What follows belongs to an exercise in optimizing a design on an open flow for small area; a production flow would make more cautious choices.
At most, simulation tests tie the RTL to the original design; equivalence was not proved.
Function not checked in runs 1 to 5: the RTL went through the layout flow alone.
Power and IR drop assume default switching activity.

$ cat design/flow/config.mk
export PLATFORM = sky130hd
export DESIGN_NAME = mas_prog_loader
export DESIGN_NICKNAME = mas_prog_loader
export VERILOG_FILES = /design/flow/design.v
export SDC_FILE = /design/flow/constraint.sdc
export NUM_CORES = 4
export LEC_CHECK = 0
export CAP_MARGIN = 20
export CORE_MARGIN = 2
export CORE_UTILIZATION = 35
export CTS_BUF_LIST = sky130_fd_sc_hd__clkbuf_16
export CTS_CLUSTER_DIAMETER = 80
export CTS_CLUSTER_SIZE = 30
export PLACE_DENSITY = 0.45
export SLEW_MARGIN = 20
export SYNTH_HIERARCHICAL = 1
$ cat design/flow/constraint.sdc
create_clock -name core_clock -period 7.0 [get_ports {clk}]
set_input_delay 1.4000 -clock core_clock [delete_from_list [all_inputs] [get_ports {clk}]]
set_output_delay 1.4000 -clock core_clock [all_outputs]
set_load 0.01 [all_outputs]
$ cat design/flow/design.v
module mas_prog_loader #(
  parameter int unsigned       DATA_W   = 16,
  parameter int unsigned       ADDR_W   = 8,
  parameter logic [3:0]        END_OP   = 4'hF,
  parameter logic [DATA_W-1:0] NOP_WORD = '0
) (
  input  logic              clk,
  input  logic              rstz,
  input  logic              pg,
  input  logic              pg_valid,
  input  logic [DATA_W-1:0] pg_instr,
  output logic              pg_ready,
  input  logic              fetch_en,
  input  logic [ADDR_W-1:0] fetch_addr,
  output logic [DATA_W-1:0] fetch_instr,
  output logic              fetch_valid,
  output logic [ADDR_W:0]   prog_len,
  output logic              prog_done,
  output logic              prog_err
);
  localparam int unsigned DEPTH = 2 ** ADDR_W;
  logic              load_q;
  logic              done_q;
  logic              err_q;
  logic              pg_q;
  logic [ADDR_W-1:0] wr_ptr_q;
  logic [ADDR_W:0]   prog_len_q;
  logic [DATA_W-1:0] fetch_instr_q;
  logic              fetch_valid_q;
  logic [DATA_W-1:0] mem_n_q [DEPTH];
  logic              accept;
  logic              is_end;
  logic              last_slot;
  logic              start;
  logic              finish;
  logic [ADDR_W:0]   wr_inc;
  logic              in_prog;
  logic [DEPTH-1:0]  wrow;
  logic [DEPTH-1:0]  rrow_n;
  logic [DATA_W-1:0] rd_data;
  assign accept    = load_q && pg && pg_valid;
  assign is_end    = (pg_instr[DATA_W-1 -: 4] == END_OP);
  assign last_slot = &wr_ptr_q;
  assign start     = pg && !load_q && (!(done_q || err_q) || !pg_q);
  assign finish    = load_q && (!pg || (pg_valid && (is_end || last_slot)));
  assign wr_inc    = {1'b0, wr_ptr_q} + (ADDR_W + 1)'(1);
  assign in_prog   = ({1'b0, fetch_addr} < prog_len_q);
  assign pg_ready    = load_q && pg;
  assign fetch_instr = fetch_instr_q;
  assign fetch_valid = fetch_valid_q;
  assign prog_len    = prog_len_q;
  assign prog_done   = done_q;
  assign prog_err    = err_q;
  logic [15:0] wlo, whi, rlo, rhi;
  always_comb begin
    for (int j = 0; j < 16; j++) begin
      wlo[j] = (wr_ptr_q[3:0] == 4'(j));
      whi[j] = accept && (wr_ptr_q[7:4] == 4'(j));
      rlo[j] = (fetch_addr[3:0] == 4'(j));
      rhi[j] = in_prog && (fetch_addr[7:4] == 4'(j));
    end
  end
  for (genvar i = 0; i < DEPTH; i++) begin : g_dec
    mpl_and2  u_wrow (.a(whi[i / 16]), .b(wlo[i % 16]), .y(wrow[i]));
    mpl_nand2 u_rrow (.a(rhi[i / 16]), .b(rlo[i % 16]), .y(rrow_n[i]));
  end
  for (genvar b = 0; b < DATA_W; b++) begin : g_col
    logic [DEPTH-1:0] col_n;
    for (genvar i = 0; i < DEPTH; i++) begin : g_bit
      assign col_n[i] = mem_n_q[i][b];
    end
    mpl_rd_col u_col (.sel_n(rrow_n), .d_n(col_n), .y(rd_data[b]));
  end
  for (genvar i = 0; i < DEPTH; i++) begin : g_row
    always_ff @(posedge clk) begin
      if (wrow[i]) begin
        mem_n_q[i] <= ~pg_instr;
      end
    end
  end
  always_ff @(posedge clk) begin
    if (!load_q) begin
      wr_ptr_q <= '0;
    end else if (accept) begin
      wr_ptr_q <= wr_inc[ADDR_W-1:0];
    end
  end
  always_ff @(posedge clk or negedge rstz) begin
    if (!rstz) begin
      load_q     <= 1'b0;
      done_q     <= 1'b0;
      err_q      <= 1'b0;
      pg_q       <= 1'b0;
      prog_len_q <= '0;
    end else begin
      pg_q <= pg;
      if (start) begin
        load_q <= 1'b1;
        done_q <= 1'b0;
        err_q  <= 1'b0;
      end else if (finish) begin
        load_q     <= 1'b0;
        done_q     <= pg && is_end;
        err_q      <= !pg || !is_end;
        prog_len_q <= pg ? wr_inc : {1'b0, wr_ptr_q};
      end
    end
  end
  always_ff @(posedge clk or negedge rstz) begin
    if (!rstz) begin
      fetch_instr_q <= NOP_WORD;
      fetch_valid_q <= 1'b0;
    end else begin
      fetch_valid_q <= done_q && !pg && fetch_en;
      fetch_instr_q <= rd_data;
    end
  end
endmodule
module mpl_rd_col (
  input  logic [255:0] sel_n,
  input  logic [255:0] d_n,
  output logic         y
);
  logic [127:0] l1;   
  logic [31:0]  l2;   
  logic [7:0]   l3;   
  logic [1:0]   l4;   
  for (genvar k = 0; k < 128; k++) begin : g_l1
    mpl_oai22 u (.a0(sel_n[2*k]), .b0(d_n[2*k]), .a1(sel_n[2*k+1]),
                 .b1(d_n[2*k+1]), .y(l1[k]));
  end
  for (genvar k = 0; k < 32; k++) begin : g_l2
    assign l2[k] = ~|l1[4*k +: 4];
  end
  for (genvar k = 0; k < 8; k++) begin : g_l3
    assign l3[k] = ~&l2[4*k +: 4];
  end
  for (genvar k = 0; k < 2; k++) begin : g_l4
    assign l4[k] = ~|l3[4*k +: 4];
  end
  assign y = ~&l4;
endmodule
module mpl_oai22 (
  input  logic a0, b0, a1, b1,
  output logic y
);
  assign y = ~((a0 | b0) & (a1 | b1));
endmodule
module mpl_and2 (
  input  logic a, b,
  output logic y
);
  assign y = a & b;
endmodule
module mpl_nand2 (
  input  logic a, b,
  output logic y
);
  assign y = ~(a & b);
endmodule
$ cat design/flow/run.sh
#!/bin/bash
# synth_recipe.tcl (not shown) runs the flow's synth.tcl, then flattens the netlist and writes it again
# the make line also repeats each setting of config.mk as NAME=value (left out here)
make -C /OpenROAD-flow-scripts/flow DESIGN_CONFIG=/design/flow/config.mk WORK_HOME=/design/flow/orfs CLKGATE_MAP_FILE= SYNTH_SCRIPT=/design/flow/synth_recipe.tcl finish
==> impl_results.md, run 1 <==
* Status: finished clean
* Worst setup path endpoint: fetch_instr_q[14]
* Setup Fix Bufs, Post-CTS at 0
* Final setup viols at 0
* FF-to-FF path depth at 14
* Synth area leaders: edfxtp_1, o22ai_1, nor4_1
* Num ports at 58
* Worst slew margin at 0.2103
* Syn avg cell area at 19.07 um^2
* WL/cell at 34.48 um
* Worst-path maximum fanout at 16
* Mux contribution to synthesized area at 0.0006300
* Slowest cell on the critical path: nor4_1
* Sw frac at 0.2153
* Worst reg-to-reg setup slack at 1770 ps
* DRT Wirelength at 478.7 mm
* Max_cap viols at 0
* Via count at 81,509
* Overall routing resource usage at 0.2230
* Post-route DRC at 0
* Pwr Density at 259.0 mW/mm^2
* F_max at 165.1 MHz
* Final setup margin at 944.3 ps
* Crit path launch: fetch_addr[6]
* Synthesis-stage register bit count at 4,134
* # resized after CTS at 0
* Buffers on Ports at 57
* Required time of the critical path at 7820 ps
* Vias/cell at 5.872
* CTS tree: done
* Fin area at 0.1622 mm^2
* Fin util at 0.3930
* Cell taking the most area after synthesis: edfxtp_1
* P_leak at 48.00 nW
* Tcrit/Tclk final at 0.8651
* Worst Skew at 73.59 ps
* Hold_buf cts at 0
* Clock Tree Root: clkbuf_16
* Unrepaired setup endpoints after global routing: false
* Clk Latency, worst-skew pair at 970 ps
* Dpl cell area at 0.1558 mm^2
* Post-synth EDFFs at 4,096
* Worst VDD drop at 0.1884 mV
* CTS Buffer Depth at 4
* Reg-to-Reg Start: prog_len_q[6]
* Post-Synthesis Cells at 7,604
* CP Cell Sequence: clkdlybuf4s50_1 > ha_1 > and4b_1 > o211ai_1 > o211ai_1 > buf_4 > nor2_1 > buf_4 > nand2_1 > o22ai_1 > nor4_1 > nand4_1 > nor4_2 > nand2_1
* Final HPWL DP at 298.0 mm
* CTS sink count at 4,134
* GRT Residual Overflow at 0
* WP depth at 14
* Full die area at 0.4194 mm^2
* Post-synth top area share at 0.8483
* CP arrival at 6880 ps
* Final min period at 6056 ps
* Fin cells at 13,882
* First-pass GRT wire length at 652.2 mm
* Synth cell types at 49
* Initial antenna violation count at 47
* Final Hold Vio Count at 0
* Post-synthesis simple-gate area fraction at 0.05242
* Reg power frac at 0.649
* Initial Util at 0.3512
* Clock power share at 0.327
* R2r endpoint: fetch_instr_q[14]
* TritonRoute pass-1 iters at 6
* Pwr Total at 42.02 mW
* Post-Syn Area at 0.1450 mm^2
* Top_reg_cell synth: edfxtp_1
* CTS H-tree depth at 4
* Largest net degree at the start of global routing at 159
* Synth top cells by count: edfxtp_1, o22ai_1, nor4_1
* Crit end category: flip-flop
* Sw power at 9.049 mW
* CTS Buf Count at 185
* Buf/Inv on CP at 3
* Pre-CTS setup slack at -166.7 ps
* Register area share after synthesis at 0.8546
* Most frequent cell after synthesis: edfxtp_1
* 1st-iter DRT viols at 10,196
* Share of layout cells above drive strength 1 at 0.09308
* Adder-cell area share of the yosys netlist at 0.0009493
* Inst Count DP at 13,481
* Fraction of synthesized cell area in xor and xnor cells at 0.0007853
* Least-Margin Pin Slew at 1184 ps
* Area Growth Syn to Fin at 11.90%
* Final slew viol count at 0
* Cell-internal power at 32.97 mW
* Final Net Count at 8,236
* Synth Area in Compound Gates at 0.08944
* Core area at 0.4128 mm^2
* Die Ht at 647.6 um
* Main combinational cell family by area after synthesis: compound AO/OA/AOI/OAI gates
* HP Class: flip-flop to flip-flop
* Critical Path Source Type: input port
* Yosys warns at 8
* WS Path Type: input port to flip-flop
* CP max stage delay at 910 ps
* Row cnt at 236
* Net count after synthesis at 7,644
* Detail Route Antenna Nets at 0
* Asr flop ratio synth at 0.007257
* CTS clk-pin slew, worst paths at 110 ps
* Fill cells at 37,321
* Top Family by Delay on Critical Path: simple AND/OR/NAND/NOR gates
* Routability congestion estimate at 0.8865
* Setup TNS at 0 ps
* Comb power frac at 0.024
* Worst hold margin at 569.3 ps
* Die X at 647.6 um
* Number of global-route vias before repair at 77,589
-- sequential cells by signal, summed over array words and instances, names as in the netlist --
register	count
err_q	1
prog_len_q	9
fetch_valid_q	1
mem_n_q	4096
load_q	1
wr_ptr_q	8
pg_q	1
done_q	1
fetch_instr_q	16
-- cell usage in the layout, fill, tap and decap left out, types with 10 or more instances in the layout --
cell             instances
nand4_1                133
edfxtp_1              4096
o22ai_1               2048
ha_1                    11
nor4_2                  51
inv_8                   34
buf_12                  17
and2_1                 264
inv_1                   27
clkdlybuf4s50_1         56
clkinv_8                11
bufinv_16               10
and2_4                  10
nor4_1                 495
diode_2                 82
dfrtp_1                 30
nand2_1                288
inv_6                   18
nor2_1                  23
clkbuf_16              191
nor2_4                  11
buf_4                  337
clkinvlp_4              15
clkinv_2                13
-- Yosys stat by module, one instance, submodules excluded --
| module | cells inside | flip-flops and latches | cell area [um^2] | copies in the design |
|---|---|---|---|---|
| mpl_rd_col | 43 | 0 | 272.8 | 16 |
| mas_prog_loader | 4356 | 4134 | 125300 | 1 |
| mpl_oai22 | 1 | 0 | 6.256 | 2048 |
| mpl_and2 | 1 | 0 | 6.256 | 256 |
| mpl_nand2 | 1 | 0 | 3.754 | 256 |
-- power by group through the flow --
stage               combinational (mW)  clock [mW]  sequential [mW]
floorplan                        0.283           0             27.8
global placement                 0.997           0             27.8
detailed placement                1.03           0             27.8
CTS                               1.02        14.0             27.3
global route                      1.05        14.8             27.3
finish                            1.01        13.8             27.3
-- worst min-delay path by stage --
stage                             start  slack (ps)                to  depth (start not counted)
after global routing      prog_len_q[0]         620     prog_len_q[0]                          1
after global placement           done_q         550     fetch_valid_q                          2
after CTS                          rstz         570  fetch_instr_q[3]                          2
after detailed placement  prog_len_q[0]         560     prog_len_q[0]                          1
after floorplan             wr_ptr_q[1]         520       wr_ptr_q[1]                          2
final                     prog_len_q[0]         570     prog_len_q[0]                          1
-- layer usage --
| metal | vias up | wire [um] | track usage |
|---|---|---|---|
| li1 | 34121 | - | - |
| met1 | 43248 | 198100 | 0.3058 |
| met2 | 3553 | 229700 | 0.3636 |
| met3 | 583 | 34570 | 0.03390 |
| met4 | 4 | 16290 | 0.07440 |
| met5 | - | 23 | 0 |
-- layout make-up --
type,count,area [um^2],area share
Clock buffer,191,4780,0.02946
Clock inverter,126,1378,0.008491
Timing Repair Buffer,418,3561,0.02195
Sequential cell,4134,123900,0.7637
Tap cell,5474,6849,0.04221
Antenna cell,82,205.2,0.001265
Inverter,27,221.5,0.001365
Multi-Input combinational cell,3430,21350,0.1316
-- cells by family after synthesis --
| family | Yosys count |
|---|---|
| fa+ha+maj | 11 |
| buf+inv | 40 |
| simple gates | 1330 |
| flops | 4134 |
| xor+xnor | 13 |
| compound gates | 2067 |
| mux | 9 |
==> run 2, diff against run 1 <==
--- a/design/flow/config.mk
+++ b/design/flow/config.mk
@@ -6,5 +6,5 @@
 export NUM_CORES = 4
 export LEC_CHECK = 0
-export CAP_MARGIN = 20
+export CAP_MARGIN = 5
 export CORE_MARGIN = 2
 export CORE_UTILIZATION = 35
@@ -13,4 +13,4 @@
 export CTS_CLUSTER_SIZE = 30
 export PLACE_DENSITY = 0.45
-export SLEW_MARGIN = 20
+export SLEW_MARGIN = 5
 export SYNTH_HIERARCHICAL = 1
==> impl_results.md, run 2 <==
* Main combinational cell family by area after synthesis: compound AO/OA/AOI/OAI gates (unchanged)
* Hold_buf cts at 0 (unchanged)
* # resized after CTS at 0 (unchanged)
* Final setup margin at 607.0 ps (was 944.3 ps)
* Detail Route Antenna Nets at 0 (unchanged)
* Cell taking the most area after synthesis: edfxtp_1 (unchanged)
* WL/cell at 34.49 um (was 34.48 um)
* Fill cells at 37,323 (was 37,321)
* Initial antenna violation count at 38 (was 47)
* Top Registers: mem_n_q: 4096 flops, fetch_instr_q: 16 flops, prog_len_q: 9 flops (unchanged)
* Post-route DRC at 0 (unchanged)
* Die Ht at 647.6 um (unchanged)
* CP Cell Sequence: clkdlybuf4s50_1 > ha_1 > and4b_1 > o211ai_1 > o211ai_1 > buf_4 > nor2_2 > buf_4 > nand2_1 > o22ai_1 > nor4_1 > nand4_1 > nor4_2 > buf_6 > nand2_1 (was clkdlybuf4s50_1 > ha_1 > and4b_1 > o211ai_1 > o211ai_1 > buf_4 > nor2_1 > buf_4 > nand2_1 > o22ai_1 > nor4_1 > nand4_1 > nor4_2 > nand2_1)
* Least-Margin Pin Slew at 1376 ps (was 1184 ps)
* Comb power frac at 0.024 (about the same)
* CTS H-tree depth at 4 (unchanged)
* Share of layout cells above drive strength 1 at 0.09177 (was 0.09308)
* CTS tree: done (unchanged)
* F_max at 156.4 MHz (was 165.1 MHz)
* CP arrival at 7240 ps (was 6880 ps)
* Initial Util at 0.3512 (unchanged)
* Setup TNS at 0 ps (unchanged)
* WS Path Type: input port to flip-flop (unchanged)
* Yosys warns at 8 (unchanged)
* Sw frac at 0.2186 (was 0.2153)
* Worst-path maximum fanout at 16 (unchanged)
* Buffers on Ports at 57 (unchanged)
* Top Family by Delay on Critical Path: simple AND/OR/NAND/NOR gates (unchanged)
* Final Hold Vio Count at 0 (unchanged)
* Post-Synthesis Cells at 7,604 (unchanged)
* HP Class: flip-flop to flip-flop (unchanged)
* Core area at 0.4128 mm^2 (unchanged)
* Area Growth Syn to Fin at 11.81% (was 11.90%)
* Final setup viols at 0 (unchanged)
* Most frequent cell after synthesis: edfxtp_1 (unchanged)
* Net count after synthesis at 7,644 (unchanged)
* Setup Fix Bufs, Post-CTS at 0 (unchanged)
* Top_reg_cell synth: edfxtp_1 (unchanged)
* Final HPWL DP at 297.6 mm (was 298.0 mm)
* Final Net Count at 8,234 (was 8,236)
* Worst reg-to-reg setup slack at 1450 ps (was 1770 ps)
* Synth area leaders: edfxtp_1, o22ai_1, nor4_1 (unchanged)
* Most common cell after layout, fill and taps aside: edfxtp_1 (unchanged)
* Synthesis-stage register bit count at 4,134 (unchanged)
* Tcrit/Tclk final at 0.9133 (was 0.8651)
* Pre-CTS setup slack at -441.4 ps (was -166.7 ps)
* Slowest cell on the critical path: nor4_1 (unchanged)
* Critical Path Source Type: input port (unchanged)
* Clock Tree Root: clkbuf_16 (unchanged)
* Final min period at 6393 ps (was 6056 ps)
* Row cnt at 236 (unchanged)
* Asr flop ratio synth at 0.007257 (unchanged)
* CTS Buf Count at 189 (was 185)
* Commonest cells after routing, fill and taps aside: edfxtp_1, o22ai_1, nor4_1 (unchanged)
* Fin util at 0.3927 (was 0.3930)
* Fraction of synthesized cell area in xor and xnor cells at 0.0007853 (unchanged)
* Largest net degree at the start of global routing at 159 (unchanged)
* Cell-internal power at 32.81 mW (was 32.97 mW)
* First-pass GRT wire length at 653.1 mm (was 652.2 mm)
* Crit end category: flip-flop (unchanged)
* Register area share after synthesis at 0.8546 (unchanged)
* Syn avg cell area at 19.07 um^2 (unchanged)
* Full die area at 0.4194 mm^2 (unchanged)
* DRT Wirelength at 479.3 mm (was 478.7 mm)
* Post-synthesis simple-gate area fraction at 0.05242 (unchanged)
* Via count at 81,915 (was 81,509)
* Sw power at 9.178 mW (was 9.049 mW)
* CP max stage delay at 1060 ps (was 910 ps)
* Post-Syn Area at 0.1450 mm^2 (unchanged)
* Status: finished clean (unchanged)
* Footprint of the multi-input gates at 0.02129 mm^2 (was 0.02135 mm^2)
* Fin area at 0.1621 mm^2 (was 0.1622 mm^2)
* Worst hold margin at 570.0 ps (was 569.3 ps)
* Overall routing resource usage at 0.2231 (was 0.2230)
* CTS sink count at 4,134 (unchanged)
* Reg power frac at 0.649 (about the same)
* Buf/Inv on CP at 4 (was 3)
* GRT Residual Overflow at 0 (unchanged)
* Post-synth EDFFs at 4,096 (unchanged)
* TritonRoute pass-1 iters at 5 (was 6)
* Pwr Density at 259.0 mW/mm^2 (about the same)
* CTS Buffer Depth at 4 (unchanged)
* 1st-iter DRT viols at 11,054 (was 10,196)
* Largest register FFs at 4,096 (unchanged)
* CTS clk-pin slew, worst paths at 110 ps (about the same)
* Mux contribution to synthesized area at 0.0006300 (unchanged)
* Clock power share at 0.327 (about the same)
* Post-synth top area share at 0.8483 (unchanged)
* Dpl cell area at 0.1557 mm^2 (was 0.1558 mm^2)
* Unrepaired setup endpoints after global routing: false (unchanged)
* Final slew viol count at 0 (unchanged)
* Number of global-route vias before repair at 77,823 (was 77,589)
* Synth cell types at 49 (unchanged)
* Largest Register: mem_n_q (unchanged)
* P_leak at 47.94 nW (was 48.00 nW)
* Num ports at 58 (unchanged)
* Worst slew margin at 0.08257 (was 0.2103)
* Synth Area in Compound Gates at 0.08944 (unchanged)
* Synth top cells by count: edfxtp_1, o22ai_1, nor4_1 (unchanged)
* Adder-cell area share of the yosys netlist at 0.0009493 (unchanged)
* Routability congestion estimate at 0.8865 (unchanged)
* Worst Skew at 66.01 ps (was 73.59 ps)
* Required time of the critical path at 7850 ps (was 7820 ps)
* Sequential Area at 0.1239 mm^2 (unchanged)
* Die X at 647.6 um (unchanged)
* Clk Latency, worst-skew pair at 970 ps (about the same)
* Vias/cell at 5.895 (was 5.872)
* Worst VDD drop at 0.1936 mV (was 0.1884 mV)
* Max_cap viols at 0 (unchanged)
[run 2: changes by cell type in the layout (fill, tap and decap cells not counted), sizes merged]
| cell | change |
|---|---|
| bufinv | -6 |
| clkinv | +6 |
| diode | +15 |
| buf | -6 |
| clkinvlp | -6 |
| inv | +11 |
[run 2: metrics by stage]
| step | power [mW] | cells |
|---|---|---|
| 2_1_floorplan | 28.13 | 7604 |
| 3_3_place_gp | 28.83 | 13466 |
| 3_5_place_dp | 28.85 | 13477 |
| 4_1_cts | 42.29 | 13799 |
| 5_1_grt | 43.03 | 13808 |
| 6_report | 41.99 | 13896 |
[run 2: cells by family (layout without fill, tap and decap cells)]
| group | after synthesis | count (layout) |
|---|---|---|
| flip-flops | 4134 | 4134 |
| AO/OA/AOI/OAI | 2067 | 2067 |
| AND/OR/NAND/NOR | 1330 | 1330 |
| buffers and inverters | 40 | 761 |
| XOR/XNOR | 13 | 13 |
| adder cells (fa/ha/maj) | 11 | 11 |
| multiplexers | 9 | 9 |
| other | 0 | 97 |
[run 2: power groups by stage]
stage / Combinational, mW / Sequential [mW] / Clock [mW]
2_1_floorplan: 0.283 / 27.8 / 0
3_3_place_gp: 0.997 / 27.8 / 0
3_5_place_dp: 1.02 / 27.8 / 0
4_1_cts: 1.02 / 27.3 / 14.0
5_1_grt: 1.04 / 27.3 / 14.7
6_report: 1.00 / 27.3 / 13.7
[run 2: area by class of cell]
| cell class | count | area share |
|---|---|---|
| diodes | 97 | 0.001497 |
| clock buffers | 191 | 0.02948 |
| clock inverters | 131 | 0.008436 |
| inverters | 27 | 0.001366 |
| multi-input cells | 3430 | 0.1313 |
| flip-flops and latches | 4134 | 0.7644 |
| well taps | 5474 | 0.04225 |
| repair buffers | 412 | 0.02129 |
[run 2: worst paths after layout]
path,from,endpoint,depth (start not counted)
setup reg to reg,prog_len_q[6],fetch_instr_q[10],15
hold / removal,prog_len_q[0],prog_len_q[0],1
min in group asynchronous,rstz,fetch_instr_q[3],2
hold reg to reg,prog_len_q[0],prog_len_q[0],1
setup / recovery,fetch_addr[6],fetch_instr_q[10],15
max in group asynchronous,rstz,prog_len_q[2],2
[run 2: worst register-to-register path: stages (launching register included)]
cell and delay (ps):
dfrtp_1 370, inv_1 70, ha_1 290, and4b_1 230
o211ai_1 120, o211ai_1 210, buf_4 300, nor2_2 230
buf_4 270, nand2_1 560, o22ai_1 170, nor4_1 1060
nand4_1 590, nor4_2 660, buf_6 240, nand2_1 80
[run 2: modules after synthesis, one instance, submodules excluded]
| module | copies in the design | cells inside | flops+latches | cell area (um^2) |
|---|---|---|---|---|
| mas_prog_loader | 1 | 4356 | 4134 | 125300 |
| mpl_rd_col | 16 | 43 | 0 | 272.8 |
| mpl_and2 | 256 | 1 | 0 | 6.256 |
| mpl_oai22 | 2048 | 1 | 0 | 6.256 |
| mpl_nand2 | 256 | 1 | 0 | 3.754 |
[run 2: routing by layer]
layer	GRT usage	vias up	part of all wire
met5	0	-	0
met4	0.06570	0	0.031
met3	0.02769	616	0.072
met2	0.3679	3766	0.48
met1	0.3100	43414	0.41
li1	-	34119	-
==> run 3, diff against run 2 <==
--- a/design/flow/config.mk
+++ b/design/flow/config.mk
@@ -6,5 +6,5 @@
 export NUM_CORES = 4
 export LEC_CHECK = 0
-export CAP_MARGIN = 5
+export CAP_MARGIN = 20
 export CORE_MARGIN = 2
 export CORE_UTILIZATION = 35
@@ -12,5 +12,6 @@
 export CTS_CLUSTER_DIAMETER = 80
 export CTS_CLUSTER_SIZE = 30
+export GPL_TIMING_DRIVEN = 0
 export PLACE_DENSITY = 0.45
-export SLEW_MARGIN = 5
+export SLEW_MARGIN = 20
 export SYNTH_HIERARCHICAL = 1
==> impl_results.md, run 3 <==
* Clock power share at 0.321 (was 0.327)
* Yosys warns at 8 (unchanged)
* Post-Syn Area at 0.1450 mm^2 (unchanged)
* Reg-to-Reg Start: prog_len_q[6] (unchanged)
* FF-to-FF path depth at 14 (was 15)
* Final min period at 6376 ps (was 6393 ps)
* Largest register FFs at 4,096 (unchanged)
* DRT Wirelength at 453.0 mm (was 479.3 mm)
* Full die area at 0.4194 mm^2 (unchanged)
* Top_reg_cell synth: edfxtp_1 (unchanged)
* Net count after synthesis at 7,644 (unchanged)
* Worst reg-to-reg setup slack at 1320 ps (was 1450 ps)
* GRT Residual Overflow at 0 (unchanged)
* Required time of the critical path at 7780 ps (was 7850 ps)
* Least-Margin Pin Slew at 1193 ps (was 1376 ps)
* Final HPWL DP at 293.6 mm (was 297.6 mm)
* CTS Buf Count at 182 (was 189)
* Tcrit/Tclk final at 0.9108 (was 0.9133)
* Sw frac at 0.2122 (was 0.2186)
* Final setup viols at 0 (unchanged)
* Synth top cells by count: edfxtp_1, o22ai_1, nor4_1 (unchanged)
* Clock Tree Root: clkbuf_16 (unchanged)
* Status: finished clean (unchanged)
* 1st-iter DRT viols at 9,344 (was 11,054)
* Hold_buf cts at 0 (unchanged)
* Crit path launch: fetch_addr[2] (was fetch_addr[6])
* Commonest cells after routing, fill and taps aside: edfxtp_1, o22ai_1, nor4_1 (unchanged)
* Post-synth top area share at 0.8483 (unchanged)
* CTS tree: done (unchanged)
* Share of layout cells above drive strength 1 at 0.07034 (was 0.09177)
* Initial Util at 0.3512 (unchanged)
* CP arrival at 7150 ps (was 7240 ps)
* WL/cell at 33.15 um (was 34.49 um)
* Worst-path maximum fanout at 16 (unchanged)
* Fin util at 0.3918 (was 0.3927)
* Final Hold Vio Count at 0 (unchanged)
* TritonRoute pass-1 iters at 6 (was 5)
* Pwr Total at 41.63 mW (was 41.99 mW)
* Row cnt at 236 (unchanged)
* Largest net degree at the start of global routing at 105 (was 159)
* Synth area leaders: edfxtp_1, o22ai_1, nor4_1 (unchanged)
* Buffers on Ports at 57 (unchanged)
* Pre-CTS setup slack at -375.8 ps (was -441.4 ps)
* P_leak at 47.52 nW (was 47.94 nW)
* Worst Skew at 44.42 ps (was 66.01 ps)
* Reg power frac at 0.654 (was 0.649)
* Critical Path Source Type: input port (unchanged)
* Final Net Count at 8,042 (was 8,234)
* Post-route DRC at 0 (unchanged)
* Comb power frac at 0.025 (was 0.024)
* Post-Synthesis Cells at 7,604 (unchanged)
* Synthesis-stage register bit count at 4,134 (unchanged)
* WS Path Type: input port to flip-flop (unchanged)
* Top Registers: mem_n_q: 4096 flops, fetch_instr_q: 16 flops, prog_len_q: 9 flops (unchanged)
* Most common cell after layout, fill and taps aside: edfxtp_1 (unchanged)
* Cell-internal power at 32.80 mW (was 32.81 mW)
* Post-synth EDFFs at 4,096 (unchanged)
* Most frequent cell after synthesis: edfxtp_1 (unchanged)
* Syn avg cell area at 19.07 um^2 (unchanged)
* Num ports at 58 (unchanged)
* Sequential Area at 0.1239 mm^2 (unchanged)
* Clk Latency, worst-skew pair at 940 ps (was 970 ps)
* Pwr Density at 257.4 mW/mm^2 (was 259.0 mW/mm^2)
* CTS clk-pin slew, worst paths at 110 ps (about the same)
* Worst slew margin at 0.1976 (was 0.08257)
* # resized after CTS at 0 (unchanged)
* HP Class: input port to async pin (was flip-flop to flip-flop)
* Overall routing resource usage at 0.2102 (was 0.2231)
* CTS Buffer Depth at 4 (unchanged)
* Cell taking the most area after synthesis: edfxtp_1 (unchanged)
* Initial antenna violation count at 48 (was 38)
* CTS H-tree depth at 4 (unchanged)
* Final setup margin at 624.4 ps (was 607.0 ps)
* Die X at 647.6 um (unchanged)
* Asr flop ratio synth at 0.007257 (unchanged)
* Die Ht at 647.6 um (unchanged)
* Number of global-route vias before repair at 75,400 (was 77,823)
* Setup Fix Bufs, Post-CTS at 0 (unchanged)
* Fill cells at 37,341 (was 37,323)
* Max_cap viols at 0 (unchanged)
* Footprint of the multi-input gates at 0.02142 mm^2 (was 0.02129 mm^2)
* Area Growth Syn to Fin at 11.56% (was 11.81%)
* Largest Register: mem_n_q (unchanged)
* Routability congestion estimate at 0.8155 (was 0.8865)
* Sw power at 8.835 mW (was 9.178 mW)
* Core area at 0.4128 mm^2 (unchanged)
* Final slew viol count at 0 (unchanged)
* Worst VDD drop at 0.1881 mV (was 0.1936 mV)
* First-pass GRT wire length at 614.9 mm (was 653.1 mm)
* Unrepaired setup endpoints after global routing: false (unchanged)
* CTS sink count at 4,134 (unchanged)
* Detail Route Antenna Nets at 0 (unchanged)
* Crit end category: flip-flop (unchanged)
* Synth cell types at 49 (unchanged)
* R2r endpoint: fetch_instr_q[7] (was fetch_instr_q[10])
* Vias/cell at 5.743 (was 5.895)
* Via count at 78,493 (was 81,915)
* Register area share after synthesis at 0.8546 (unchanged)
* F_max at 156.8 MHz (was 156.4 MHz)
==> run 3: final cells by class <==
class / count / share of cell area
diodes: 75 / 0.001160
plain buffers: 13 / 0.0004177
clock buffers: 185 / 0.02862
clock inverters: 115 / 0.007627
inverters: 27 / 0.001385
multi-input cells: 3430 / 0.1324
flip-flops and latches: 4134 / 0.7660
well taps: 5474 / 0.04234
repair buffers: 214 / 0.02003
==> run 3: critical path, cell delays in order <==
cell	delay (ps)
clkdlybuf4s50_1	650
ha_1	430
a21o_1	110
a31oi_1	50
o211ai_1	590
buf_4	300
buf_4	190
nor2_2	190
nand2_1	580
o22ai_1	180
nor4_1	970
nand4_1	560
nor4_1	790
nand2_1	130
==> run 3: power by group through the flow <==
stage	sequential (mW)	combinational, mW	clock, mW
CTS	27.2	1.05	13.7
global placement	28.1	0.879	0
detailed placement	27.8	1.05	0
finish	27.2	1.03	13.4
floorplan	27.8	0.283	0
global route	27.2	1.08	14.4
==> run 3: worst max-delay path by stage <==
| stage | end | slack, ps | cells past startpoint |
|---|---|---|---|
| 4_1_cts | fetch_instr_q[12] | 640 | 15 |
| 5_1_grt | fetch_instr_q[7] | 430 | 15 |
| 6_report | fetch_instr_q[7] | 620 | 14 |
| 3_3_place_gp | fetch_instr_q[1] | -10670 | 8 |
| 2_1_floorplan | mem_n_q[0][0] | 2090 | 1 |
| 3_5_place_dp | fetch_instr_q[0] | -380 | 15 |
==> run 3: metal layers <==
metal  wire length, um  GRT usage  vias up
li1                  -          -    33679
met2            220600     0.3515     2761
met4             15890    0.06695        2
met3             30150    0.02868      491
met1            186400     0.2841    41560
met5                 7          0        -
==> run 3: per-stage QoR <==
stage | area, um^2 | cells | setup TNS, ps | hold slack [ps]
final | 161800 | 13667 | 0 | 253.0
after floorplan | 145000 | 7604 | 0 | 519.7
after detailed placement | 155700 | 13292 | -2578 | 562.9
after global placement | 152400 | 13135 | - | 562.8
after global routing | 161600 | 13620 | 0 | 212.8
after CTS | 161600 | 13592 | 0 | 170.5
==> run 3: Yosys stat by module, one instance, submodules excluded <==
module,flip-flops and latches,cells
mpl_and2,0,1
mpl_nand2,0,1
mpl_rd_col,0,43
mpl_oai22,0,1
mas_prog_loader,4134,4356
==> run 3: cells by family after synthesis <==
group                    Yosys count  share of synthesized area
flip-flops                      4134                     0.8546
AO/OA/AOI/OAI                   2067                    0.08944
AND/OR/NAND/NOR                 1330                    0.05242
buffers and inverters             40                   0.001165
XOR/XNOR                          13                  0.0007853
adder cells (fa/ha/maj)           11                  0.0009492
multiplexers                       9                  0.0006300
==> run 4, diff against run 3 <==
--- a/design/flow/config.mk
+++ b/design/flow/config.mk
@@ -8,10 +8,9 @@
 export CAP_MARGIN = 20
 export CORE_MARGIN = 2
-export CORE_UTILIZATION = 35
+export CORE_UTILIZATION = 55
 export CTS_BUF_LIST = sky130_fd_sc_hd__clkbuf_16
 export CTS_CLUSTER_DIAMETER = 80
 export CTS_CLUSTER_SIZE = 30
-export GPL_TIMING_DRIVEN = 0
-export PLACE_DENSITY = 0.45
+export PLACE_DENSITY = 0.65
 export SLEW_MARGIN = 20
 export SYNTH_HIERARCHICAL = 1
==> impl_results.md, run 4 <==
* Status: finished clean (unchanged)
* Detail Route Antenna Nets at 0 (unchanged)
* CTS tree: done (unchanged)
* Worst Skew at 57.28 ps (was 44.42 ps)
* Post-synth top area share at 0.8483 (unchanged)
* Top Registers: mem_n_q: 4096 flops, fetch_instr_q: 16 flops, prog_len_q: 9 flops (unchanged)
* CP arrival at 7100 ps (was 7150 ps)
* Inst Count DP at 11,516 (was 13,292)
* WL/cell at 35.94 um (was 33.15 um)
* Commonest cells after routing, fill and taps aside: edfxtp_1, o22ai_1, nor4_1 (unchanged)
* Setup Fix Bufs, Post-CTS at 0 (unchanged)
* Max_cap viols at 0 (unchanged)
* Largest net degree at the start of global routing at 168 (was 105)
* Worst slew margin at 0.08681 (was 0.1976)
* Yosys warns at 8 (unchanged)
* Required time of the critical path at 7740 ps (was 7780 ps)
* Worst VDD drop at 0.2778 mV (was 0.1881 mV)
* First-pass GRT wire length at 588.5 mm (was 614.9 mm)
* Final min period at 6354 ps (was 6376 ps)
* Largest register FFs at 4,096 (unchanged)
* Number of global-route vias before repair at 76,573 (was 75,400)
* CTS Buffer Depth at 4 (unchanged)
* Initial antenna violation count at 41 (was 48)
* Overall routing resource usage at 0.3133 (was 0.2102)
* Register area share after synthesis at 0.8546 (unchanged)
* Largest Register: mem_n_q (unchanged)
* Routability congestion estimate at 0.9354 (was 0.8155)
* HP Class: input port to async pin (unchanged)
* Post-Synthesis Cells at 7,604 (unchanged)
* F_max at 157.4 MHz (was 156.8 MHz)
* CTS H-tree depth at 4 (unchanged)
* Share of layout cells above drive strength 1 at 0.08213 (was 0.07034)
* Clock Tree Root: clkbuf_16 (unchanged)
* WS Path Type: input port to flip-flop (unchanged)
* Final Net Count at 8,217 (was 8,042)
* Crit end category: flip-flop (unchanged)
* Asr flop ratio synth at 0.007257 (unchanged)
* Post-synth EDFFs at 4,096 (unchanged)
* CTS sink count at 4,134 (unchanged)
* 1st-iter DRT viols at 14,334 (was 9,344)
* Least-Margin Pin Slew at 1357 ps (was 1193 ps)
* Unrepaired setup endpoints after global routing: false (unchanged)
* Cell taking the most area after synthesis: edfxtp_1 (unchanged)
* Core area at 0.2623 mm^2 (was 0.4128 mm^2)
* Fin area at 0.1585 mm^2 (was 0.1618 mm^2)
* Synth area leaders: edfxtp_1, o22ai_1, nor4_1 (unchanged)
* Buffers on Ports at 57 (unchanged)
* Pwr Total at 40.52 mW (was 41.63 mW)
* Synth cell types at 49 (unchanged)
* Most common cell after layout, fill and taps aside: edfxtp_1 (unchanged)
* Tcrit/Tclk final at 0.9077 (was 0.9108)
* Final HPWL DP at 262.9 mm (was 293.6 mm)
* Worst-path maximum fanout at 16 (unchanged)
* Final setup viols at 0 (unchanged)
* CTS clk-pin slew, worst paths at 110 ps (about the same)
* CTS Buf Count at 173 (was 182)
* CP Cell Sequence: clkdlybuf4s50_1 > ha_1 > and4b_1 > o211ai_1 > o211ai_1 > buf_4 > nor2_1 > buf_4 > nand2_1 > o22ai_1 > nor4_1 > nand4_1 > nor4_1 > nand2_1 (was clkdlybuf4s50_1 > ha_1 > a21o_1 > a31oi_1 > o211ai_1 > buf_4 > buf_4 > nor2_2 > nand2_1 > o22ai_1 > nor4_1 > nand4_1 > nor4_1 > nand2_1)
* Top_reg_cell synth: edfxtp_1 (unchanged)
* Pwr Density at 255.6 mW/mm^2 (was 257.4 mW/mm^2)
* Row cnt at 188 (was 236)
* Full die area at 0.2677 mm^2 (was 0.4194 mm^2)
* DRT Wirelength at 425.9 mm (was 453.0 mm)
* Syn avg cell area at 19.07 um^2 (unchanged)
* Area Growth Syn to Fin at 9.319% (was 11.56%)
* Die X at 517.4 um (was 647.6 um)
* Initial Util at 0.5528 (was 0.3512)
* Via count at 83,093 (was 78,493)
* Clk Latency, worst-skew pair at 910 ps (was 940 ps)
* GRT Residual Overflow at 0 (unchanged)
* Hold_buf cts at 0 (unchanged)
* Fill cells at 18,741 (was 37,341)
* Post-Syn Area at 0.1450 mm^2 (unchanged)
* P_leak at 47.49 nW (was 47.52 nW)
* Vias/cell at 7.011 (was 5.743)
* Critical Path Source Type: input port (unchanged)
* Final slew viol count at 0 (unchanged)
* Post-route DRC at 0 (unchanged)
* Fin cells at 11,851 (was 13,667)
* Slowest cell on the critical path: nor4_1 (unchanged)
* Synthesis-stage register bit count at 4,134 (unchanged)
* Net count after synthesis at 7,644 (unchanged)
* Most frequent cell after synthesis: edfxtp_1 (unchanged)
* TritonRoute pass-1 iters at 8 (was 6)
* Die Ht at 517.4 um (was 647.6 um)
* Dpl cell area at 0.1531 mm^2 (was 0.1557 mm^2)
* Num ports at 58 (unchanged)
* # resized after CTS at 0 (unchanged)
* Synth top cells by count: edfxtp_1, o22ai_1, nor4_1 (unchanged)
* CP max stage delay at 1140 ps (was 970 ps)
* Final Hold Vio Count at 0 (unchanged)
==> run 4: final cells by class <==
| cell class | instances | area, um^2 | area share |
|---|---|---|---|
| antenna | 81 | 202.7 | 0.001279 |
| clock buffer | 179 | 4479 | 0.02826 |
| timing repair buffer | 411 | 3374 | 0.02129 |
| sequential | 4134 | 123900 | 0.7818 |
| tap | 3515 | 4398 | 0.02775 |
| inverter | 27 | 221.5 | 0.001397 |
| multi-input combinational | 3430 | 21230 | 0.1340 |
| clock inverter | 74 | 683.2 | 0.004310 |
==> run 4: kinds of logic (layout without fill, tap and decap cells) <==
| kind of cell | Yosys count | count (layout) | share of synthesized area |
|---|---|---|---|
| adders and majority gates | 11 | 11 | 0.0009492 |
| other | 0 | 81 | 0 |
| AOI/OAI and AO/OA | 2067 | 2067 | 0.08944 |
| buffers and inverters | 40 | 691 | 0.001165 |
| and+or+nand+nor | 1330 | 1330 | 0.05242 |
| xor gates and xnor gates | 13 | 13 | 0.0007853 |
| muxes | 9 | 9 | 0.0006300 |
| DFF | 4134 | 4134 | 0.8546 |
==> run 4: final timing paths <==
| path | from | endpoint | slack [ps] | depth (start not counted) |
|---|---|---|---|---|
| max in group asynchronous | rstz | fetch_instr_q[8] | 5980 | 1 |
| setup reg to reg | prog_len_q[7] | fetch_instr_q[8] | 940 | 14 |
| setup / recovery | fetch_addr[6] | fetch_instr_q[8] | 650 | 14 |
| hold / removal | rstz | fetch_instr_q[11] | 530 | 1 |
| min in group core_clock | wr_ptr_q[1] | wr_ptr_q[1] | 590 | 2 |
| hold reg to reg | wr_ptr_q[1] | wr_ptr_q[1] | 590 | 2 |
==> run 4: modules after synthesis (local to each module, per instance) <==
| module | cells inside | flip-flops and latches | copies in the design |
|---|---|---|---|
| mpl_nand2 | 1 | 0 | 256 |
| mas_prog_loader | 4356 | 4134 | 1 |
| mpl_and2 | 1 | 0 | 256 |
| mpl_rd_col | 43 | 0 | 16 |
| mpl_oai22 | 1 | 0 | 2048 |
==> run 4: routing by layer <==
metal	routed length, um	vias up	track usage
met1	159000	42870	0.4456
met3	49670	734	0.06332
met2	196600	5504	0.4754
met4	20580	12	0.1373
met5	88	-	0
li1	-	33973	-
==> run 4: where the power goes <==
part	internal, mW	switching [mW]
Clock	5.01	7.32
Combinational	0.153	0.798
Sequential	27.2	0.0444
==> run 4: stage by stage <==
step,worst slack (ps),TNS [ps],utilization,hold slack (ps)
5_1_grt,841.4,0,0.6036,513.8
2_1_floorplan,2090,0,-,519.7
3_3_place_gp,-1897,-17060,0.5829,556.4
6_report,646.3,0,0.6043,527.1
4_1_cts,916.5,0,0.6034,481.7
3_5_place_dp,-33.73,-33.73,0.5837,570.1
==> run 4: worst max-delay path, delay by kind of cell <==
| family | cells | cell delay, ps |
|---|---|---|
| compound gates | 3 | 540 |
| fa+ha+maj | 1 | 390 |
| buf+inv | 3 | 1110 |
| simple gates | 7 | 3610 |
==> run 5, diff against run 4 <==
--- a/design/flow/config.mk
+++ b/design/flow/config.mk
@@ -8,9 +8,10 @@
 export CAP_MARGIN = 20
 export CORE_MARGIN = 2
-export CORE_UTILIZATION = 55
+export CORE_UTILIZATION = 70
 export CTS_BUF_LIST = sky130_fd_sc_hd__clkbuf_16
 export CTS_CLUSTER_DIAMETER = 80
 export CTS_CLUSTER_SIZE = 30
-export PLACE_DENSITY = 0.65
+export GPL_TIMING_DRIVEN = 0
+export PLACE_DENSITY = 0.8
 export SLEW_MARGIN = 20
 export SYNTH_HIERARCHICAL = 1
==> impl_results.md, run 5 <==
* Status: finished with violations (was finished clean)
* Fail Reasons: setup timing
* Routed wl met2 at 178.9 mm (was 196.6 mm)
* Final slew viol count at 0 (unchanged)
* First-pass GRT wire length at 534.1 mm (was 588.5 mm)
* Reg power frac at 0.692 (was 0.672)
* Die X at 459.1 um (was 517.4 um)
* HP Class: input port to async pin (unchanged)
* Top_reg_cell synth: edfxtp_1 (unchanged)
* Yosys warns at 8 (unchanged)
* Register area share after synthesis at 0.8546 (unchanged)
* WS Path Type: input port to flip-flop (unchanged)
* Sw frac at 0.1940 (was 0.2016)
* Full die area at 0.2108 mm^2 (was 0.2677 mm^2)
* Final min period at 7194 ps (was 6354 ps)
* Routability congestion estimate at 0.9348 (was 0.9354)
* Comb power frac at 0.024 (was 0.023)
* Worst Skew at 52.54 ps (was 57.28 ps)
* WL/cell at 35.37 um (was 35.94 um)
* CTS Buf Count at 158 (was 173)
* Wl on met1 at 121.6 mm (was 159.0 mm)
* Synth area leaders: edfxtp_1, o22ai_1, nor4_1 (unchanged)
* Critical Path Source Type: input port (unchanged)
* Number of global-route vias before repair at 76,554 (was 76,573)
* Mux contribution to synthesized area at 0.0006300 (unchanged)
* CTS clk-pin slew, worst paths at 110 ps (about the same)
* Final setup margin at -194.3 ps (was 646.3 ps)
* GRT Residual Overflow at 0 (unchanged)
* Setup TNS at -294.7 ps (was 0 ps)
* Detail Route Antenna Nets at 0 (unchanged)
* Post-Synthesis Cells at 7,604 (unchanged)
* Final HPWL DP at 241.6 mm (was 262.9 mm)
* Cell-internal power at 31.68 mW (was 32.35 mW)
* Most frequent cell after synthesis: edfxtp_1 (unchanged)
* CP arrival at 7820 ps (was 7100 ps)
* Post-route DRC at 0 (unchanged)
* Required time of the critical path at 7620 ps (was 7740 ps)
* Main combinational cell family by area after synthesis: compound AO/OA/AOI/OAI gates (unchanged)
* Clock power share at 0.284 (was 0.304)
* DRT Wirelength at 381.8 mm (was 425.9 mm)
* Final Net Count at 7,984 (was 8,217)
* Share of layout cells above drive strength 1 at 0.05365 (was 0.08213)
* Worst-path maximum fanout at 16 (unchanged)
* Top layer in use: met5 (unchanged)
* Area Growth Syn to Fin at 7.676% (was 9.319%)
* CTS sink count at 4,134 (unchanged)
* Synthesis-stage register bit count at 4,134 (unchanged)
* Asr flop ratio synth at 0.007257 (unchanged)
* Top Registers: mem_n_q: 4096 flops, fetch_instr_q: 16 flops, prog_len_q: 9 flops (unchanged)
* Row cnt at 167 (was 188)
* Vias/cell at 7.632 (was 7.011)
* Sw power at 7.624 mW (was 8.167 mW)
* Buffers on Ports at 57 (unchanged)
* Post-synth EDFFs at 4,096 (unchanged)
* Syn avg cell area at 19.07 um^2 (unchanged)
* TritonRoute pass-1 iters at 6 (was 8)
* Post-synthesis simple-gate area fraction at 0.05242 (unchanged)
* Hold_buf cts at 0 (unchanged)
* Tcrit/Tclk final at 1.028 (was 0.9077)
* CTS H-tree depth at 4 (unchanged)
* CTS Buffer Depth at 3 (was 4)
* Clk Latency, worst-skew pair at 890 ps (was 910 ps)
* Cell taking the most area after synthesis: edfxtp_1 (unchanged)
* Die Ht at 459.1 um (was 517.4 um)
* Fin cells at 10,793 (was 11,851)
* Largest net degree at the start of global routing at 125 (was 168)
* Overall routing resource usage at 0.3594 (was 0.3133)
* Net count after synthesis at 7,644 (unchanged)
* Post-Syn Area at 0.1450 mm^2 (unchanged)
* Crit end category: flip-flop (unchanged)
* Synth top cells by count: edfxtp_1, o22ai_1, nor4_1 (unchanged)
* Final setup viols at 4 (was 0)
* Most common cell after layout, fill and taps aside: edfxtp_1 (unchanged)
* CTS tree: done (unchanged)
* Worst slew margin at 0.1481 (was 0.08681)
* 1st-iter DRT viols at 14,641 (was 14,334)
* Pwr Density at 251.7 mW/mm^2 (was 255.6 mW/mm^2)
* Largest register FFs at 4,096 (unchanged)
* F_max at 139.0 MHz (was 157.4 MHz)
* P_leak at 46.58 nW (was 47.49 nW)
* Largest Register: mem_n_q (unchanged)
* Initial Util at 0.7023 (was 0.5528)
* Via count at 82,367 (was 83,093)
* Final Hold Vio Count at 0 (unchanged)
* Synth Area in Compound Gates at 0.08944 (unchanged)
* Max_cap viols at 0 (unchanged)
* Clock Tree Root: clkbuf_16 (unchanged)
* Unrepaired setup endpoints after global routing: false (unchanged)
* Synth cell types at 49 (unchanged)
* Initial antenna violation count at 26 (was 41)
* Met3 WL at 52.29 mm (was 49.67 mm)
* Least-Margin Pin Slew at 1266 ps (was 1357 ps)
* Post-synth top area share at 0.8483 (unchanged)
* Num ports at 58 (unchanged)
* Commonest cells after routing, fill and taps aside: edfxtp_1, o22ai_1, nor4_1 (unchanged)
* Adder-cell area share of the yosys netlist at 0.0009493 (unchanged)
* Inst Count DP at 10,487 (was 11,516)
* Fraction of synthesized cell area in xor and xnor cells at 0.0007853 (unchanged)
* Worst VDD drop at 0.3153 mV (was 0.2778 mV)
* Core area at 0.2064 mm^2 (was 0.2623 mm^2)
[run 5: cell counts after synthesis]
Identical to the previous run, type by type.
[run 5: Yosys stat by module (local to each module, per instance)]
| module | cell area [um^2] | cells |
|---|---|---|
| mas_prog_loader | 125300 | 4356 |
| mpl_rd_col | 272.8 | 43 |
| mpl_and2 | 6.256 | 1 |
| mpl_oai22 | 6.256 | 1 |
| mpl_nand2 | 3.754 | 1 |
[run 5: per-layer routing]
metal	vias up	GRT usage
met5	-	0
met4	10	0.2203
met3	1272	0.08262
met2	6888	0.5566
met1	40660	0.4726
li1	33537	-
[run 5: cell type report]
| class | count | area [um^2] |
|---|---|---|
| flip-flops and latches | 4134 | 123900 |
| fillers | 10784 | 50320 |
| multi-input cells | 3430 | 21290 |
| clock buffers | 165 | 4129 |
| well taps | 2704 | 3383 |
| repair buffers | 180 | 2591 |
| clock inverters | 48 | 300.3 |
| diodes | 92 | 230.2 |
| inverters | 27 | 221.5 |
| plain buffers | 13 | 67.56 |
[run 5: path summary, 6_finish.rpt]
path                          startpoint          endpoint  slack, ps  cells after the start
min                                 rstz            done_q        430                      1
max                        fetch_addr[6]  fetch_instr_q[6]       -190                     16
max reg2reg                prog_len_q[6]  fetch_instr_q[6]        580                     16
min reg2reg                       done_q     fetch_valid_q        560                      2
min in group core_clock           done_q     fetch_valid_q        560                      2
max in group asynchronous           rstz  fetch_instr_q[1]       6050                      2
[run 5: stage by stage]
stage	setup slack, ps	area [um^2]	power [mW]	utilization	hold WS [ps]
floorplan	2090	145000	28.13	-	519.7
global placement	-6677	148900	28.75	0.7215	543.3
detailed placement	-818.2	151300	28.67	0.7331	543.4
CTS	10.14	155800	39.21	0.7546	402.6
global route	44.83	155900	40.01	0.7554	424.9
finish	-194.3	156100	39.30	0.7562	425.1
[run 5: logic make-up (layout without fill, tap and decap cells)]
group                    count (synthesis)  in the layout
flip-flops                            4134           4134
AO/OA/AOI/OAI                         2067           2067
AND/OR/NAND/NOR                       1330           1330
buffers and inverters                   40            433
XOR/XNOR                                13             13
adder cells (fa/ha/maj)                 11             11
multiplexers                             9              9
other                                    0             92
[run 5: timing repair]
item | in CTS | in global routing
setup buffers | 0 | 0
endpoints found under the setup margin | 0 | 9
gates resized for setup | 0 | 9
[run 5: power by group through the flow]
| stage | clock (mW) | sequential [mW] | combinational [mW] |
|---|---|---|---|
| after global routing | 11.8 | 27.2 | 0.958 |
| final | 11.2 | 27.2 | 0.953 |
| after CTS | 11.1 | 27.2 | 0.912 |
| after global placement | 0 | 28.0 | 0.772 |
| after floorplan | 0 | 27.8 | 0.283 |
| after detailed placement | 0 | 27.8 | 0.911 |
[run 5: critical path, stage by stage]
cell             delay (ps)
clkdlybuf4s50_1         580
ha_1                    400
and4b_1                 280
o211ai_1                200
o211ai_1                290
buf_4                   250
buf_4                   220
nor4_2                  110
buf_4                   250
buf_2                   210
nand2_1                 560
o22ai_1                 150
nor4_1                  720
nand4_1                 550
nor4_1                 1130
nand2_1                 480
==> run 6, diff against run 5 <==
--- a/design/flow/design.v
+++ b/design/flow/design.v
@@ -58,5 +58,5 @@
       whi[j] = accept && (wr_ptr_q[7:4] == 4'(j));
       rlo[j] = (fetch_addr[3:0] == 4'(j));
-      rhi[j] = in_prog && (fetch_addr[7:4] == 4'(j));
+      rhi[j] = (fetch_addr[7:4] == 4'(j));
     end
   end
@@ -70,5 +70,5 @@
       assign col_n[i] = mem_n_q[i][b];
     end
-    mpl_rd_col u_col (.sel_n(rrow_n), .d_n(col_n), .y(rd_data[b]));
+    mpl_rd_col u_col (.en(in_prog), .sel_n(rrow_n), .d_n(col_n), .y(rd_data[b]));
   end
   for (genvar i = 0; i < DEPTH; i++) begin : g_row
@@ -118,4 +118,5 @@
 endmodule
 module mpl_rd_col (
+  input  logic         en,
   input  logic [255:0] sel_n,
   input  logic [255:0] d_n,
@@ -139,5 +140,5 @@
     assign l4[k] = ~|l3[4*k +: 4];
   end
-  assign y = ~&l4;
+  assign y = en & ~&l4;
 endmodule
 module mpl_oai22 (
==> impl_results.md, run 6 <==
* Cell-internal power at 31.83 mW (was 31.68 mW)
* Crit end category: flip-flop (unchanged)
* Die X at 459.1 um (about the same)
* Final min period at 6406 ps (was 7194 ps)
* Num ports at 58 (unchanged)
* Row cnt at 167 (unchanged)
* Final setup margin at 593.9 ps (was -194.3 ps)
* Number of global-route vias before repair at 77,249 (was 76,554)
* Status: finished clean (was finished with violations)
* CTS clk-pin slew, worst paths at 100 ps (was 110 ps)
* CTS Buffer Depth at 3 (unchanged)
* Setup TNS at 0 ps (was -294.7 ps)
* Reg power frac at 0.685 (was 0.692)
* Hold_buf cts at 0 (unchanged)
* Register area share after synthesis at 0.8545 (was 0.8546)
* Final Hold Vio Count at 0 (unchanged)
* Post-Synthesis Cells at 7,598 (was 7,604)
* Final setup viols at 0 (was 4)
* Unrepaired setup endpoints after global routing: false (unchanged)
* Inst Count DP at 10,489 (was 10,487)
* Largest register FFs at 4,096 (unchanged)
* Vias/cell at 7.655 (was 7.632)
* Clk Latency, worst-skew pair at 900 ps (was 890 ps)
* Pre-CTS setup slack at 403.6 ps (was -818.2 ps)
* Sw power at 7.888 mW (was 7.624 mW)
* Post-synth top area share at 0.8483 (about the same)
* Most frequent cell after synthesis: edfxtp_1 (unchanged)
* 1st-iter DRT viols at 15,968 (was 14,641)
* Commonest cells after routing, fill and taps aside: edfxtp_1, o22ai_1, nor4_1 (unchanged)
* # resized after CTS at 0 (unchanged)
* Synth cell types at 42 (was 49)
* Worst hold margin at 402.3 ps (was 425.1 ps)
* CP arrival at 7060 ps (was 7820 ps)
* Via count at 82,883 (was 82,367)
* Die Ht at 459.1 um (about the same)
* Clock power share at 0.287 (was 0.284)
* Top Registers: mem_n_q: 4096 flops, fetch_instr_q: 16 flops, prog_len_q: 9 flops (unchanged)
* Post-Syn Area at 0.1450 mm^2 (about the same)
* Least-Margin Pin Slew at 1416 ps (was 1266 ps)
* Fin util at 0.7583 (was 0.7562)
* Syn avg cell area at 19.08 um^2 (was 19.07 um^2)
* HP Class: input port to async pin (unchanged)
* CTS H-tree depth at 4 (unchanged)
* Pwr Total at 39.72 mW (was 39.30 mW)
* Critical Path Source Type: input port (unchanged)
* Cell taking the most area after synthesis: edfxtp_1 (unchanged)
* Synth top cells by count: edfxtp_1, o22ai_1, nor4_1 (unchanged)
* GRT Residual Overflow at 0 (unchanged)
* DRT Wirelength at 389.2 mm (was 381.8 mm)
* Buffers on Ports at 57 (unchanged)
* TritonRoute pass-1 iters at 10 (was 6)
* Routability congestion estimate at 0.9779 (was 0.9348)
* Area Growth Syn to Fin at 7.969% (was 7.676%)
* Core area at 0.2064 mm^2 (unchanged)
* Share of layout cells above drive strength 1 at 0.05656 (was 0.05365)
* Setup Fix Bufs, Post-CTS at 0 (unchanged)
* Post-route DRC at 0 (unchanged)
* First-pass GRT wire length at 544.6 mm (was 534.1 mm)
* P_leak at 46.65 nW (was 46.58 nW)
* Overall routing resource usage at 0.3669 (was 0.3594)
* Final Net Count at 7,987 (was 7,984)
* Largest net degree at the start of global routing at 130 (was 125)
* Yosys warns at 8 (unchanged)
* Dpl cell area at 0.1516 mm^2 (was 0.1513 mm^2)
* Net count after synthesis at 7,638 (was 7,644)
* Clock Tree Root: clkbuf_16 (unchanged)
* Max_cap viols at 0 (unchanged)
* Worst VDD drop at 0.3084 mV (was 0.3153 mV)
* Largest Register: mem_n_q (unchanged)
* Fin cells at 10,827 (was 10,793)
* Post-synth EDFFs at 4,096 (unchanged)
* Asr flop ratio synth at 0.007257 (unchanged)
* Pwr Density at 253.7 mW/mm^2 (was 251.7 mW/mm^2)
* Comb power frac at 0.028 (was 0.024)
* Worst-path maximum fanout at 16 (unchanged)
* Initial antenna violation count at 42 (was 26)
* Synthesis-stage register bit count at 4,134 (unchanged)
* Top_reg_cell synth: edfxtp_1 (unchanged)
* Fin area at 0.1566 mm^2 (was 0.1561 mm^2)
* CTS sink count at 4,134 (unchanged)
* Worst slew margin at 0.04798 (was 0.1481)
* Full die area at 0.2108 mm^2 (about the same)
* WL/cell at 35.95 um (was 35.37 um)
* Sw frac at 0.1986 (was 0.1940)
* Tcrit/Tclk final at 0.9152 (was 1.028)
* F_max at 156.1 MHz (was 139.0 MHz)
* Synth area leaders: edfxtp_1, o22ai_1, nor4_1 (unchanged)
* Final HPWL DP at 248.3 mm (was 241.6 mm)
* Required time of the critical path at 7660 ps (was 7620 ps)
* WS Path Type: input port to flip-flop (unchanged)
* Worst Skew at 54.22 ps (was 52.54 ps)
* CTS Buf Count at 160 (was 158)
* Detail Route Antenna Nets at 0 (unchanged)
* Initial Util at 0.7024 (was 0.7023)
* Most common cell after layout, fill and taps aside: edfxtp_1 (unchanged)
* CTS tree: done (unchanged)
* Final slew viol count at 0 (unchanged)
==> run 6: critical path, cell delays in order <==
cell	delay, ps
clkdlybuf4s50_1	710
nand2_1	640
nor2_2	370
nand2_1	630
o22ai_1	240
nor4_1	790
nand4_1	540
nor4_2	1290
a21boi_1	410
==> run 6: per-module statistics from Yosys, one instance, submodules excluded <==
module | flip-flops and latches | cell area (um^2) | times used
mas_prog_loader | 4134 | 125200 | 1
mpl_rd_col | 0 | 276.5 | 16
mpl_and2 | 0 | 6.256 | 256
mpl_oai22 | 0 | 6.256 | 2048
mpl_nand2 | 0 | 3.754 | 256
==> run 6: cells by family after synthesis <==
family	after synthesis	synth area share
flip-flops	4134	0.8545
buffers and inverters	36	0.001061
AND/OR/NAND/NOR	1317	0.05202
XOR/XNOR	13	0.0007852
AO/OA/AOI/OAI	2078	0.09000
adder cells (fa/ha/maj)	11	0.0009492
multiplexers	9	0.0006299
==> run 6: metal layers <==
| layer | share of wire | GRT usage | up-vias |
|---|---|---|---|
| met5 | 0.00023 | 0 | - |
| met3 | 0.15 | 0.1047 | 1228 |
| li1 | - | - | 33571 |
| met4 | 0.069 | 0.2101 | 12 |
| met1 | 0.32 | 0.4898 | 41054 |
| met2 | 0.46 | 0.5523 | 7018 |
==> run 6: power by group through the flow <==
stage	Sequential (mW)	Combinational (mW)	Clock [mW]
floorplan	27.8	0.332	0
global placement	28.0	0.873	0
detailed placement	27.8	1.05	0
CTS	27.2	1.05	11.3
global route	27.2	1.10	12.1
finish	27.2	1.11	11.4
==> run 6: worst paths after layout <==
| kind | start | end | slack, ps | cells after the start |
|---|---|---|---|---|
| setup / recovery | fetch_addr[4] | fetch_instr_q[3] | 590 | 9 |
| hold / removal | rstz | fetch_instr_q[5] | 400 | 1 |
| setup reg to reg | mem_n_q[184][3] | fetch_instr_q[3] | 3290 | 5 |
| hold reg to reg | prog_len_q[4] | prog_len_q[4] | 570 | 2 |
| max in group asynchronous | rstz | err_q | 6120 | 2 |
| min in group core_clock | prog_len_q[4] | prog_len_q[4] | 570 | 2 |
==> run 6: layout make-up <==
type	instances	area [um^2]
Antenna cell	114	285.3
Buffer	10	56.30
Clock buffer	163	4079
Clock inverter	61	535.5
Fill cell	10714	49890
Inverter	26	217.7
Multi-Input combinational cell	3428	21330
Sequential cell	4134	123900
Tap cell	2704	3383
Timing Repair Buffer	187	2754
==> run 7, diff against run 6 <==
==> design/flow/flow/run.sh (new file) <==
#!/bin/bash
# Standard layout, with clock tree synthesis told not to add dummy loads.
set -e
export CTS_ARGS="-sink_clustering_enable -repair_clock_nets -dont_use_dummy_load -buf_list sky130_fd_sc_hd__clkbuf_16 -sink_clustering_size 24 -sink_clustering_max_diameter 60"
bash standard.sh > standard.log 2>&1
==> design/flow/standard.sh (new file) <==
#!/bin/bash
# synth_recipe.tcl (not shown) runs the flow's synth.tcl, then flattens the netlist and writes it again
# the make line also repeats each setting of config.mk as NAME=value (left out here)
make -C /OpenROAD-flow-scripts/flow DESIGN_CONFIG=/design/flow/config.mk WORK_HOME=/design/flow/orfs CLKGATE_MAP_FILE= SYNTH_SCRIPT=/design/flow/synth_recipe.tcl "${@:-finish}"
--- a/design/flow/config.mk
+++ b/design/flow/config.mk
@@ -10,6 +10,6 @@
 export CORE_UTILIZATION = 70
 export CTS_BUF_LIST = sky130_fd_sc_hd__clkbuf_16
-export CTS_CLUSTER_DIAMETER = 80
-export CTS_CLUSTER_SIZE = 30
+export CTS_CLUSTER_DIAMETER = 60
+export CTS_CLUSTER_SIZE = 24
 export GPL_TIMING_DRIVEN = 0
 export PLACE_DENSITY = 0.8
removed: design/flow/run.sh
==> impl_results.md, run 7 <==
* Status: finished clean (unchanged)
* Largest net degree at the start of global routing at 130 (unchanged)
* Synth Area in Compound Gates at 0.09000 (unchanged)
* CP max stage delay at 1070 ps (was 1290 ps)
* CTS H-tree depth at 4 (unchanged)
* Final HPWL DP at 248.3 mm (unchanged)
* Number of global-route vias before repair at 78,328 (was 77,249)
* Die X at 459.1 um (unchanged)
* Slowest cell on the critical path: nor4_2 (unchanged)
* Adder-cell area share of the yosys netlist at 0.0009492 (unchanged)
* Pwr Total at 40.45 mW (was 39.72 mW)
* Overall routing resource usage at 0.3719 (was 0.3669)
* Crit end category: flip-flop (unchanged)
* Clk Latency, worst-skew pair at 900 ps (about the same)
* Top_reg_cell synth: edfxtp_1 (unchanged)
* Post-route DRC at 0 (unchanged)
* CTS Buffer Depth at 3 (unchanged)
* Inst Count DP at 10,489 (unchanged)
* Final setup viols at 0 (unchanged)
* CTS tree: done (unchanged)
* Largest register FFs at 4,096 (unchanged)
* Yosys warns at 8 (unchanged)
* GRT Residual Overflow at 0 (unchanged)
* Row cnt at 167 (unchanged)
* Least-Margin Pin Slew at 1377 ps (was 1416 ps)
* Main combinational cell family by area after synthesis: compound AO/OA/AOI/OAI gates (unchanged)
* CTS Buf Count at 204 (was 160)
* First-pass GRT wire length at 551.2 mm (was 544.6 mm)
* 1st-iter DRT viols at 15,853 (was 15,968)
* Post-Synthesis Cells at 7,598 (unchanged)
* Initial Util at 0.7024 (unchanged)
* Worst-path maximum fanout at 16 (unchanged)
* Commonest cells after routing, fill and taps aside: edfxtp_1, o22ai_1, nor4_1 (unchanged)
* Buffers on Ports at 57 (unchanged)
* Most common cell after layout, fill and taps aside: edfxtp_1 (unchanged)
* Share of layout cells above drive strength 1 at 0.05846 (was 0.05656)
* WL/cell at 36.68 um (was 35.95 um)
* Post-synth top area share at 0.8483 (unchanged)
* Top Registers: mem_n_q: 4096 flops, fetch_instr_q: 16 flops, prog_len_q: 9 flops (unchanged)
* HP Class: input port to async pin (unchanged)
* Top Family by Delay on Critical Path: simple AND/OR/NAND/NOR gates (unchanged)
* Cell taking the most area after synthesis: edfxtp_1 (unchanged)
* CP arrival at 7020 ps (was 7060 ps)
* WS Path Type: input port to flip-flop (unchanged)
* Core area at 0.2064 mm^2 (unchanged)
* Pwr Density at 257.6 mW/mm^2 (was 253.7 mW/mm^2)
* Buf/Inv on CP at 2 (was 1)
* CTS sink count at 4,134 (unchanged)
* Vias/cell at 7.754 (was 7.655)
* Fin util at 0.7606 (was 0.7583)
* DRT Wirelength at 395.7 mm (was 389.2 mm)
* Required time of the critical path at 7660 ps (about the same)
* Initial antenna violation count at 40 (was 42)
* Mux contribution to synthesized area at 0.0006299 (unchanged)
* Worst Skew at 88.41 ps (was 54.22 ps)
* Final Hold Vio Count at 0 (unchanged)
* Area Growth Syn to Fin at 8.289% (was 7.969%)
* Register area share after synthesis at 0.8545 (unchanged)
* Detail Route Antenna Nets at 0 (unchanged)
* Worst VDD drop at 0.3085 mV (was 0.3084 mV)
* Setup TNS at 0 ps (unchanged)
* Synthesis-stage register bit count at 4,134 (unchanged)
* Worst slew margin at 0.07368 (was 0.04798)
* Post-Syn Area at 0.1450 mm^2 (unchanged)
* Routability congestion estimate at 0.9779 (unchanged)
* Max_cap viols at 0 (unchanged)
* Num ports at 58 (unchanged)
* Fraction of synthesized cell area in xor and xnor cells at 0.0007852 (unchanged)
* Clock Tree Root: clkbuf_16 (unchanged)
* Final min period at 6359 ps (was 6406 ps)
* P_leak at 46.80 nW (was 46.65 nW)
run 7: cell types whose count changed in the layout (fill, tap and decap cells not counted), moves of 8 or more:
cell,before,now
clkinv_8,8,0
inv_1,41,9
clkbuf_16,163,204
inv_6,9,0
diode_2,114,95
run 7: report_power, final:
group          switching (mW)  leakage (nW)  internal, mW
Sequential             0.0175          37.3          27.2
Clock                    6.96          2.51          5.17
Combinational           0.907          7.02         0.218
Total                    7.89          46.8          32.6
run 7: logic make-up (layout without fill, tap and decap cells):
logic type	after synthesis	after routing
mux	9	9
compound gates	2078	2078
other cells	0	95
xor+xnor	13	13
simple gates	1317	1317
fa+ha+maj	11	11
flops	4134	4134
buf+inv	36	427
run 7: worst reg2reg max path, delay by kind of cell, from the launching register on:
kind | cells | cell delay, ps
and+or+nand+nor | 3 | 2630
AOI/OAI and AO/OA | 2 | 490
DFF | 1 | 350
run 7: per-stage QoR:
step | area (um^2) | hold WS, ps | worst slack (ps)
floorplan | 145000 | 519.7 | 2090
global placement | 149000 | 536.5 | -7591
detailed placement | 151600 | 545.0 | 403.6
CTS | 156700 | 373.5 | 1325
global route | 156800 | 419.6 | 799.9
finish | 157000 | 419.0 | 640.9
run 7: layout make-up:
type | count | area (um^2)
Tap cell | 2704 | 3383
Timing Repair Buffer | 187 | 2754
Inverter | 26 | 217.7
Antenna cell | 95 | 237.7
Fill cell | 10577 | 49420
Buffer | 10 | 56.30
Sequential cell | 4134 | 123900
Clock buffer | 204 | 5105
Multi-Input combinational cell | 3428 | 21360
run 7: per-layer routing:
| layer | track usage | wire, um | vias up |
|---|---|---|---|
| li1 | - | - | 33588 |
| met1 | 0.4868 | 127400 | 41450 |
| met2 | 0.5602 | 181000 | 7236 |
| met3 | 0.1125 | 58320 | 1362 |
| met4 | 0.2224 | 28820 | 14 |
| met5 | 0 | 91 | - |
run 7: Yosys stat by module, one instance, submodules excluded:
module / flip-flops and latches / area (um^2) / copies in the design
mpl_nand2: 0 / 3.754 / 256
mas_prog_loader: 4134 / 125200 / 1
mpl_rd_col: 0 / 276.5 / 16
mpl_oai22: 0 / 6.256 / 2048
mpl_and2: 0 / 6.256 / 256
run 7: path summary, 6_finish.rpt:
kind	from	to	slack (ps)	cells past startpoint
max	fetch_addr[4]	fetch_instr_q[1]	640	10
min	rstz	fetch_instr_q[5]	420	1
max reg2reg	mem_n_q[245][1]	fetch_instr_q[1]	3320	5
min reg2reg	prog_len_q[4]	prog_len_q[4]	570	2
max in group asynchronous	rstz	prog_len_q[1]	6080	2
min in group core_clock	prog_len_q[4]	prog_len_q[4]	570	2

Check on run 7: ideal ports give 0.641 ns setup slack; a clkbuf_16 on the clock port and buf_2 on the inputs give 0.548 ns; moving port delays by the midpoint clock arrival (0.948 ns) as well gives -0.400 ns.
